Context: an optimization exercise on an open-source flow, tuned for small area and a short achievable clock period. The choices shown serve that exercise and are no tape-out recipe. The RTL was checked by simulation tests, not by an equivalence proof against the original design.

==> inputs of run a <==
==> flow/design.v (excerpt) <==
module mem_writeback_buffer #(
  parameter int ADDR_W = 9,
  parameter int DATA_W = 32,
  parameter int DEPTH  = 8
) (
  input  logic                     clk,
  input  logic                     rst_n,
  input  logic [3:0]               wr_valid,
  input  logic [ADDR_W-1:0]        wr_addr0,
  input  logic [ADDR_W-1:0]        wr_addr1,
  input  logic [ADDR_W-1:0]        wr_addr2,
  input  logic [ADDR_W-1:0]        wr_addr3,
  input  logic [DATA_W-1:0]        wr_data0,
  input  logic [DATA_W-1:0]        wr_data1,
  input  logic [DATA_W-1:0]        wr_data2,
  input  logic [DATA_W-1:0]        wr_data3,
  output logic                     wb_stall,
  input  logic                     mem_ready,
  output logic                     mem_we,
  output logic [ADDR_W-1:0]        mem_addr,
  output logic [DATA_W-1:0]        mem_data,
  input  logic [ADDR_W-1:0]        rd_addr1,
  input  logic [ADDR_W-1:0]        rd_addr2,
  output logic                     fwd_hit1,
  output logic [DATA_W-1:0]        fwd_data1,
  output logic                     fwd_hit2,
  output logic [DATA_W-1:0]        fwd_data2,
  output logic [$clog2(DEPTH):0]   occupancy,
  output logic                     overflow
);
export LEC_CHECK = 0
export CAP_MARGIN = 20
export CORE_MARGIN = 2
export CORE_UTILIZATION = 55
export SETUP_SLACK_MARGIN = 2.0
export SLEW_MARGIN = 20
create_clock -name core_clock -period 7.5 [get_ports {clk}]
standard.sh (not shown) runs the stock make flow with config.mk's settings and CLKGATE_MAP_FILE= SYNTH_SCRIPT=/design/flow/synth_recipe.tcl, a recipe that flattens the netlist after the stock synthesis.
==> flow/flow/run.sh <==
#!/bin/bash
# The standard layout (standard.sh) with these changes:
#  - synthesis maps logic with flow/map.abc (see flow/synth_wrap.tcl);
#  - port buffers are the smallest plain buffer (buf_1) rather than the delay
#    buffer OpenROAD would pick; timing repair may still resize them;
#  - the clock tree uses clkbuf_8 with larger sink clusters and no dummy loads.
# Each tool's output goes to the ORFS logs under orfs/logs; make's own output
# goes to standard.log here.
set -euo pipefail
HERE=$(cd "$(dirname "$0")" && pwd)
WORK=$(pwd)
export MY_ABC_SCRIPT=$HERE/map.abc
export FLOW_SYNTH_TCL=$WORK/synth_recipe.tcl
export BUFFER_PORTS_ARGS="-buffer_cell sky130_fd_sc_hd__buf_1"
export CTS_ARGS="-sink_clustering_enable -repair_clock_nets -dont_use_dummy_load -buf_list sky130_fd_sc_hd__clkbuf_8 -sink_clustering_size 12 -sink_clustering_max_diameter 60"
sed "s|SYNTH_SCRIPT=[^ ]*|SYNTH_SCRIPT=$HERE/synth_wrap.tcl|" standard.sh > my_standard.sh
grep -q "SYNTH_SCRIPT=$HERE/synth_wrap.tcl" my_standard.sh
bash my_standard.sh > standard.log 2>&1
==> flow/flow/map.abc <==
&get -n
&nf -a
&put
==> flow/flow/synth_wrap.tcl <==
# The standard flow's synthesis script, with ABC's cell mapping run from flow/map.abc
# (area-oriented &nf on the design as written, with no restructuring) instead of
# ORFS's speed script. Registers are untouched:
# abc runs without -dff, so every flip-flop keeps its name and cell type.
proc abc {args} {
  set i [lsearch $args -script]
  lset args [expr {$i + 1}] $::env(MY_ABC_SCRIPT)
  yosys abc {*}$args
}
source $::env(FLOW_SYNTH_TCL)
==> inputs of run b, as changes to run a <==
--- a/flow/design.v
+++ b/flow/design.v
@@ -28,15 +28,15 @@
   output logic [$clog2(DEPTH):0]   occupancy,
   output logic                     overflow
 );
   localparam int ENT_W = ADDR_W + DATA_W;
   logic [2:0] rd_ptr_q, wr_ptr_q;
   logic [3:0] count_q;
   logic       overflow_q;
-  logic [7:0] live_q;      
+  logic [7:0] vis_q;
   logic [7:0][ENT_W-1:0] ent_q;    
   logic [3:0][ENT_W-1:0] src;
   assign src[0] = {wr_addr0, wr_data0};
   assign src[1] = {wr_addr1, wr_data1};
   assign src[2] = {wr_addr2, wr_data2};
   assign src[3] = {wr_addr3, wr_data3};
   logic [3:0] v;
@@ -73,37 +73,60 @@
   assign nv_ge[0] = |v;
   assign nv_ge[1] = (v[0] & (v[1] | v[2] | v[3])) | (v[1] & (v[2] | v[3])) | (v[2] & v[3]);
   assign nv_ge[2] = (v[0] & v[1] & (v[2] | v[3])) | (v[2] & v[3] & (v[0] | v[1]));
   assign nv_ge[3] = &v;
   logic [3:0][ENT_W-1:0] bank_d;
   logic [3:0]            bank_we;
   logic [3:0]            bank_row;
+  logic [3:0][3:0]       xs;         
   always_comb begin
     for (int b = 0; b < 4; b++) begin
       bank_we[b]  = 1'b0;
       bank_row[b] = 1'b0;
       bank_d[b]   = '0;
       for (int k = 0; k < 4; k++) begin
         if (wp_oh[(b - k) & 3]) begin
           bank_we[b]  = acc & nv_ge[k];
           bank_row[b] = wr_ptr_q[2] ^ (((b - k) & 3) + k > 3);
         end
       end
-      begin
-        logic [3:0] xs;
-        for (int s = 0; s < 4; s++) begin
-          xs[s] = 1'b0;
-          for (int k = 0; k < 4; k++) xs[s] = xs[s] | (wp_oh[(b - k) & 3] & pos_oh[s][k]);
-          xs[s] = xs[s] & v[s];
-        end
-        bank_d[b] = (({ENT_W{xs[0]}} & src[0]) | ({ENT_W{xs[1]}} & src[1]))
-                  | (({ENT_W{xs[2]}} & src[2]) | ({ENT_W{xs[3]}} & src[3]));
+      for (int s = 0; s < 4; s++) begin
+        xs[b][s] = 1'b0;
+        for (int k = 0; k < 4; k++) xs[b][s] = xs[b][s] | (wp_oh[(b - k) & 3] & pos_oh[s][k]);
+        xs[b][s] = xs[b][s] & v[s];
       end
+      bank_d[b] = (({ENT_W{xs[b][0]}} & src[0]) | ({ENT_W{xs[b][1]}} & src[1]))
+                | (({ENT_W{xs[b][2]}} & src[2]) | ({ENT_W{xs[b][3]}} & src[3]));
     end
   end
+  logic [3:0] src_sup;
+  always_comb
+    for (int s = 0; s < 4; s++) begin
+      src_sup[s] = 1'b0;
+      for (int t = s + 1; t < 4; t++)
+        src_sup[s] = src_sup[s] | (v[t] & (src[t][ENT_W-1:DATA_W] == src[s][ENT_W-1:DATA_W]));
+    end
+  logic [3:0]             prev_row;
+  logic [3:0][ADDR_W-1:0] prev_addr;
+  logic [3:0]             kill;
+  always_comb
+    for (int b = 0; b < 4; b++) begin
+      prev_row[b]  = (2'(b) < wr_ptr_q[1:0]) ? wr_ptr_q[2] : ~wr_ptr_q[2];
+      prev_addr[b] = prev_row[b] ? ent_q[b + 4][ENT_W-1:DATA_W] : ent_q[b][ENT_W-1:DATA_W];
+      kill[b] = 1'b0;
+      for (int s = 0; s < 4; s++)
+        kill[b] = kill[b] | (v[s] & (src[s][ENT_W-1:DATA_W] == prev_addr[b]));
+      kill[b] = kill[b] & acc;
+    end
+  logic [3:0] bank_vis;
+  always_comb
+    for (int b = 0; b < 4; b++) begin
+      bank_vis[b] = 1'b0;
+      for (int s = 0; s < 4; s++) bank_vis[b] = bank_vis[b] | (xs[b][s] & ~src_sup[s]);
+    end
   logic [7:0] slot_we;
   always_comb
     for (int b = 0; b < 4; b++) begin
       slot_we[b]     = bank_we[b] & ~bank_row[b];
       slot_we[b + 4] = bank_we[b] &  bank_row[b];
     end
   always_ff @(posedge clk)
@@ -121,32 +144,26 @@
   end
   always_ff @(posedge clk or negedge rst_n) begin
     if (!rst_n) begin
       rd_ptr_q   <= '0;
       wr_ptr_q   <= '0;
       count_q    <= '0;
       overflow_q <= 1'b0;
-      live_q     <= '0;
+      vis_q      <= '0;
     end else begin
-      live_q     <= (live_q & ~(rd_oh & {8{pop}})) | slot_we;
+      for (int b = 0; b < 4; b++)
+        for (int r = 0; r < 2; r++)
+          vis_q[r*4 + b] <= slot_we[r*4 + b] ? bank_vis[b]
+                          : vis_q[r*4 + b] & ~(pop & rd_oh[r*4 + b])
+                            & ~(kill[b] & (prev_row[b] == r[0]));
       rd_ptr_q   <= rd_ptr_q + 3'(pop);
       wr_ptr_q   <= wr_ptr_q + n_enq;
       count_q    <= count_q + 4'(n_enq) - 4'(pop);
       overflow_q <= overflow_q | (wb_stall & (|v));
     end
-  end
-  logic [7:0]      older;
-  logic [7:0][7:0] younger;
-  always_comb begin
-    for (int i = 0; i < 8; i++) older[i] = (wr_ptr_q <= 3'(i));
-    for (int i = 0; i < 8; i++)
-      for (int j = 0; j < 8; j++)
-        if (j > i) younger[i][j] = live_q[j] & ~(older[j] & ~older[i]);
-        else if (j < i) younger[i][j] = live_q[j] & older[i] & ~older[j];
-        else younger[i][j] = 1'b0;
   end
   function automatic logic [ENT_W-1:0] aor8(input logic [7:0] s,
                                             input logic [7:0][ENT_W-1:0] w);
     logic [7:0][ENT_W-1:0] t;
     for (int i = 0; i < 8; i++) t[i] = {ENT_W{s[i]}} & w[i];
     aor8 = (t[0] | t[1] | t[2]) | (t[3] | t[4] | t[5]) | (t[6] | t[7]);
   endfunction
@@ -155,27 +172,25 @@
   assign mem_addr = head[ENT_W-1:DATA_W];
   assign mem_data = head[DATA_W-1:0];
   assign mem_we    = nonempty;
   assign occupancy = count_q;
   assign overflow  = overflow_q;
   function automatic logic [DATA_W:0] lookup(input logic [ADDR_W-1:0] a,
                                              input logic [7:0][ENT_W-1:0] e,
-                                             input logic [7:0] lv,
-                                             input logic [7:0][7:0] yg);
-    logic [7:0] m, sel;
-    logic [ADDR_W-1:0] x;
-    logic [7:0][7:0] c;
+                                             input logic [7:0] vs);
+    logic [7:0] m;
+    logic [ADDR_W-1:0] q;
+    logic [2:0] g;
     logic [ENT_W-1:0] r;
     for (int i = 0; i < 8; i++) begin
-      x    = e[i][ENT_W-1:DATA_W] ^ a;
-      m[i] = lv[i] & ~(x[0] | x[1] | x[2]) & ~(x[3] | x[4] | x[5]) & ~(x[6] | x[7] | x[8]);
+      q    = ~(e[i][ENT_W-1:DATA_W] ^ a);
+      g[0] = q[0] & q[1] & q[2];
+      g[1] = q[3] & q[4] & q[5];
+      g[2] = q[6] & q[7] & q[8];
+      m[i] = (g[0] & g[1]) & (g[2] & vs[i]);
     end
-    for (int i = 0; i < 8; i++) begin
-      c[i] = m & yg[i];
-      sel[i] = m[i] & ~((c[i][0] | c[i][1] | c[i][2]) | (c[i][3] | c[i][4] | c[i][5]) | (c[i][6] | c[i][7]));
-    end
-    r = aor8(sel, e);
+    r = aor8(m, e);
     lookup = {((m[0] | m[1] | m[2]) | (m[3] | m[4] | m[5]) | (m[6] | m[7])), r[DATA_W-1:0]};
   endfunction
-  assign {fwd_hit1, fwd_data1} = lookup(rd_addr1, ent_q, live_q, younger);
-  assign {fwd_hit2, fwd_data2} = lookup(rd_addr2, ent_q, live_q, younger);
+  assign {fwd_hit1, fwd_data1} = lookup(rd_addr1, ent_q, vis_q);
+  assign {fwd_hit2, fwd_data2} = lookup(rd_addr2, ent_q, vis_q);
 endmodule
Settings changed: CORE_UTILIZATION 55 to 45, SETUP_SLACK_MARGIN 2.0 to 2.75.
==> inputs of run c, as changes to run a <==
==> flow/design.v (replaced) <==
module mem_writeback_buffer #(
  parameter int ADDR_W = 9,
  parameter int DATA_W = 32,
  parameter int DEPTH  = 8
) (
  input  logic                     clk,
  input  logic                     rst_n,
  input  logic [3:0]               wr_valid,
  input  logic [ADDR_W-1:0]        wr_addr0,
  input  logic [ADDR_W-1:0]        wr_addr1,
  input  logic [ADDR_W-1:0]        wr_addr2,
  input  logic [ADDR_W-1:0]        wr_addr3,
  input  logic [DATA_W-1:0]        wr_data0,
  input  logic [DATA_W-1:0]        wr_data1,
  input  logic [DATA_W-1:0]        wr_data2,
  input  logic [DATA_W-1:0]        wr_data3,
  output logic                     wb_stall,
  input  logic                     mem_ready,
  output logic                     mem_we,
  output logic [ADDR_W-1:0]        mem_addr,
  output logic [DATA_W-1:0]        mem_data,
  input  logic [ADDR_W-1:0]        rd_addr1,
  input  logic [ADDR_W-1:0]        rd_addr2,
  output logic                     fwd_hit1,
  output logic [DATA_W-1:0]        fwd_data1,
  output logic                     fwd_hit2,
  output logic [DATA_W-1:0]        fwd_data2,
  output logic [$clog2(DEPTH):0]   occupancy,
  output logic                     overflow
);
  localparam int ENT_W = ADDR_W + DATA_W;
  logic [2:0] rd_ptr_q, wr_ptr_q;
  logic [3:0] count_q;
  logic       overflow_q;
  logic [7:0][ENT_W-1:0] ent_q;    
  logic [3:0][ENT_W-1:0] src;
  assign src[0] = {wr_addr0, wr_data0};
  assign src[1] = {wr_addr1, wr_data1};
  assign src[2] = {wr_addr2, wr_data2};
  assign src[3] = {wr_addr3, wr_data3};
  logic [3:0] v;
  assign v = wr_valid;
  logic nonempty;
  assign nonempty = |count_q;
  assign wb_stall = count_q[3] | (count_q[2] & (count_q[1] | count_q[0]));
  logic acc, pop;
  assign acc = ~wb_stall;
  assign pop = nonempty & mem_ready;
  logic [7:0] rd_oh;
  logic [3:0] wp_oh;
  always_comb begin
    for (int k = 0; k < 8; k++) rd_oh[k] = (rd_ptr_q == 3'(k));
    for (int k = 0; k < 4; k++) wp_oh[k] = (wr_ptr_q[1:0] == 2'(k));
  end
  logic [7:0] cnt_gt;
  always_comb
    case (count_q)
      4'd0:    cnt_gt = 8'b0000_0000;
      4'd1:    cnt_gt = 8'b0000_0001;
      4'd2:    cnt_gt = 8'b0000_0011;
      4'd3:    cnt_gt = 8'b0000_0111;
      4'd4:    cnt_gt = 8'b0000_1111;
      4'd5:    cnt_gt = 8'b0001_1111;
      4'd6:    cnt_gt = 8'b0011_1111;
      4'd7:    cnt_gt = 8'b0111_1111;
      default: cnt_gt = 8'b1111_1111;
    endcase
  logic [3:0][3:0] pos_oh;
  always_comb begin
    pos_oh[0] = 4'b0001;
    pos_oh[1] = v[0] ? 4'b0010 : 4'b0001;
    case (v[1:0])
      2'b00:          pos_oh[2] = 4'b0001;
      2'b01, 2'b10:   pos_oh[2] = 4'b0010;
      default:        pos_oh[2] = 4'b0100;
    endcase
    case (v[2:0])
      3'b000:                         pos_oh[3] = 4'b0001;
      3'b001, 3'b010, 3'b100:         pos_oh[3] = 4'b0010;
      3'b011, 3'b101, 3'b110:         pos_oh[3] = 4'b0100;
      default:                        pos_oh[3] = 4'b1000;
    endcase
  end
  logic [3:0] nv_ge;
  assign nv_ge[0] = |v;
  assign nv_ge[1] = (v[0] & (v[1] | v[2] | v[3])) | (v[1] & (v[2] | v[3])) | (v[2] & v[3]);
  assign nv_ge[2] = (v[0] & v[1] & (v[2] | v[3])) | (v[2] & v[3] & (v[0] | v[1]));
  assign nv_ge[3] = &v;
  logic [3:0][ENT_W-1:0] bank_d;
  logic [3:0]            bank_we;
  logic [3:0]            bank_row;
  always_comb begin
    for (int b = 0; b < 4; b++) begin
      bank_we[b]  = 1'b0;
      bank_row[b] = 1'b0;
      bank_d[b]   = '0;
      for (int k = 0; k < 4; k++) begin
        if (wp_oh[(b - k) & 3]) begin
          bank_we[b]  = acc & nv_ge[k];
          bank_row[b] = wr_ptr_q[2] ^ (((b - k) & 3) + k > 3);
        end
      end
      for (int s = 0; s < 4; s++) begin
        logic sel;
        sel = 1'b0;
        for (int k = 0; k < 4; k++) sel = sel | (wp_oh[(b - k) & 3] & pos_oh[s][k]);
        if (v[s] & sel) bank_d[b] = bank_d[b] | src[s];
      end
    end
  end
  always_ff @(posedge clk) begin
    for (int b = 0; b < 4; b++) begin
      if (bank_we[b] & ~bank_row[b]) ent_q[b]     <= bank_d[b];
      if (bank_we[b] &  bank_row[b]) ent_q[b + 4] <= bank_d[b];
    end
  end
  logic [2:0] n_enq;
  always_comb begin
    n_enq = 3'd0;
    if (acc) begin
      if (nv_ge[3])      n_enq = 3'd4;
      else if (nv_ge[2]) n_enq = 3'd3;
      else if (nv_ge[1]) n_enq = 3'd2;
      else if (nv_ge[0]) n_enq = 3'd1;
    end
  end
  always_ff @(posedge clk or negedge rst_n) begin
    if (!rst_n) begin
      rd_ptr_q   <= '0;
      wr_ptr_q   <= '0;
      count_q    <= '0;
      overflow_q <= 1'b0;
    end else begin
      rd_ptr_q   <= rd_ptr_q + 3'(pop);
      wr_ptr_q   <= wr_ptr_q + n_enq;
      count_q    <= count_q + 4'(n_enq) - 4'(pop);
      overflow_q <= overflow_q | (wb_stall & (|v));
    end
  end
  logic [7:0]      live;
  logic [7:0][7:0] younger;
  always_comb
    for (int i = 0; i < 8; i++) begin
      live[i] = 1'b0;
      for (int k = 0; k < 8; k++)
        live[i] = live[i] | (rd_oh[k] & cnt_gt[(i - k) & 7]);
      for (int j = 0; j < 8; j++) begin
        younger[i][j] = 1'b0;
        for (int k = 0; k < 8; k++)
          if (((j - k) & 7) > ((i - k) & 7)) younger[i][j] = younger[i][j] | rd_oh[k];
      end
    end
  always_comb begin
    logic [ENT_W-1:0] h;
    h = '0;
    for (int i = 0; i < 8; i++)
      if (rd_oh[i] & nonempty) h = h | ent_q[i];
    mem_addr = h[ENT_W-1:DATA_W];
    mem_data = h[DATA_W-1:0];
  end
  assign mem_we    = nonempty;
  assign occupancy = count_q;
  assign overflow  = overflow_q;
  function automatic logic [DATA_W:0] lookup(input logic [ADDR_W-1:0] a,
                                             input logic [7:0][ENT_W-1:0] e,
                                             input logic [7:0] lv,
                                             input logic [7:0][7:0] yg);
    logic [7:0] m;
    logic [DATA_W-1:0] d;
    d = '0;
    for (int i = 0; i < 8; i++) m[i] = lv[i] & (e[i][ENT_W-1:DATA_W] == a);
    for (int i = 0; i < 8; i++)
      if (m[i] & ~(|(m & yg[i]))) d = d | e[i][DATA_W-1:0];
    lookup = {(|m), d};
  endfunction
  assign {fwd_hit1, fwd_data1} = lookup(rd_addr1, ent_q, live, younger);
  assign {fwd_hit2, fwd_data2} = lookup(rd_addr2, ent_q, live, younger);
endmodule
==> flow/flow/run.sh (replaced) <==
#!/bin/bash
set -o pipefail
export BUFFER_PORTS_ARGS="-buffer_cell sky130_fd_sc_hd__buf_1"
bash standard.sh > standard.log 2>&1
Settings changed: CORE_UTILIZATION 55 to 40, SETUP_SLACK_MARGIN 2.0 to default.
removed: flow/flow/map.abc
removed: flow/flow/synth_wrap.tcl
==> reports/results.tsv <==
metric	value	unit
reg_top3	ent_q x328, vis_q x8, count_q x4	
final_common_cell	edfxtp_1	
place_congestion	0.992	
stdcell_count	2934	
ys_seq_area_frac	0.462	
outcome	finished clean	
synth_xor_area_frac	0.137	
hold_slack	0.457	ns
(the above is from run b)
==> reports/results.tsv <==
metric	value	unit
reg_top3	ent_q x328, live_q x8, count_q x4	
stdcell_count	2509	
ys_seq_area_frac	0.502	
hold_path_end	overflow_q$_DFF_PN0_	
final_common_cell	edfxtp_1	
multi_input_area_share	0.440	
place_congestion	0.995	
synth_xor_area_frac	0.0648	
outcome	finished clean	
(the above is from run a)
==> reports/results.tsv <==
metric	value	unit
outcome	finished clean	
stdcell_count	3338	
final_common_cell	nand2_1	
ys_seq_area_frac	0.442	
synth_xor_area_frac	0.0597	
reg_top3	ent_q x328, count_q x4	
hold_slack	0.461	ns
(the above is from run c)

[port drivers added, routing unchanged]
In the flow no input, the clock included, has a driving cell. The finished layouts below were timed again as built, in two steps. Step 1 sets driving cells, clkbuf_16 on the clock port and buf_2 on the other inputs (assumed; they add their load-dependent delay and slew). Step 2 also shifts input and output timing later by t, the mid clock arrival at the registers, as if the neighbouring blocks saw the same clock. Slacks: no drivers / after step 1 / after step 2; pairs: no drivers / after step 1.
run | t, ns | setup slack, ns | clock arrival spread, ns | worst slew at a driven data input, ns
run a | 0.623 | 1.978 / 1.960 / 1.709 | 0.077 / 0.077 | 0.11
run b | 0.663 | 2.705 / 2.676 / 2.321 | 0.111 / 0.111 | 0.13
run c | 0.637 | 0.384 / 0.344 / 0.344 | 0.028 / 0.028 | 0.12
After both steps setup and hold are still met in every run listed. The setup slack of run b, which loses most, moves by -0.029 ns with the drivers and by -0.384 ns with both steps.
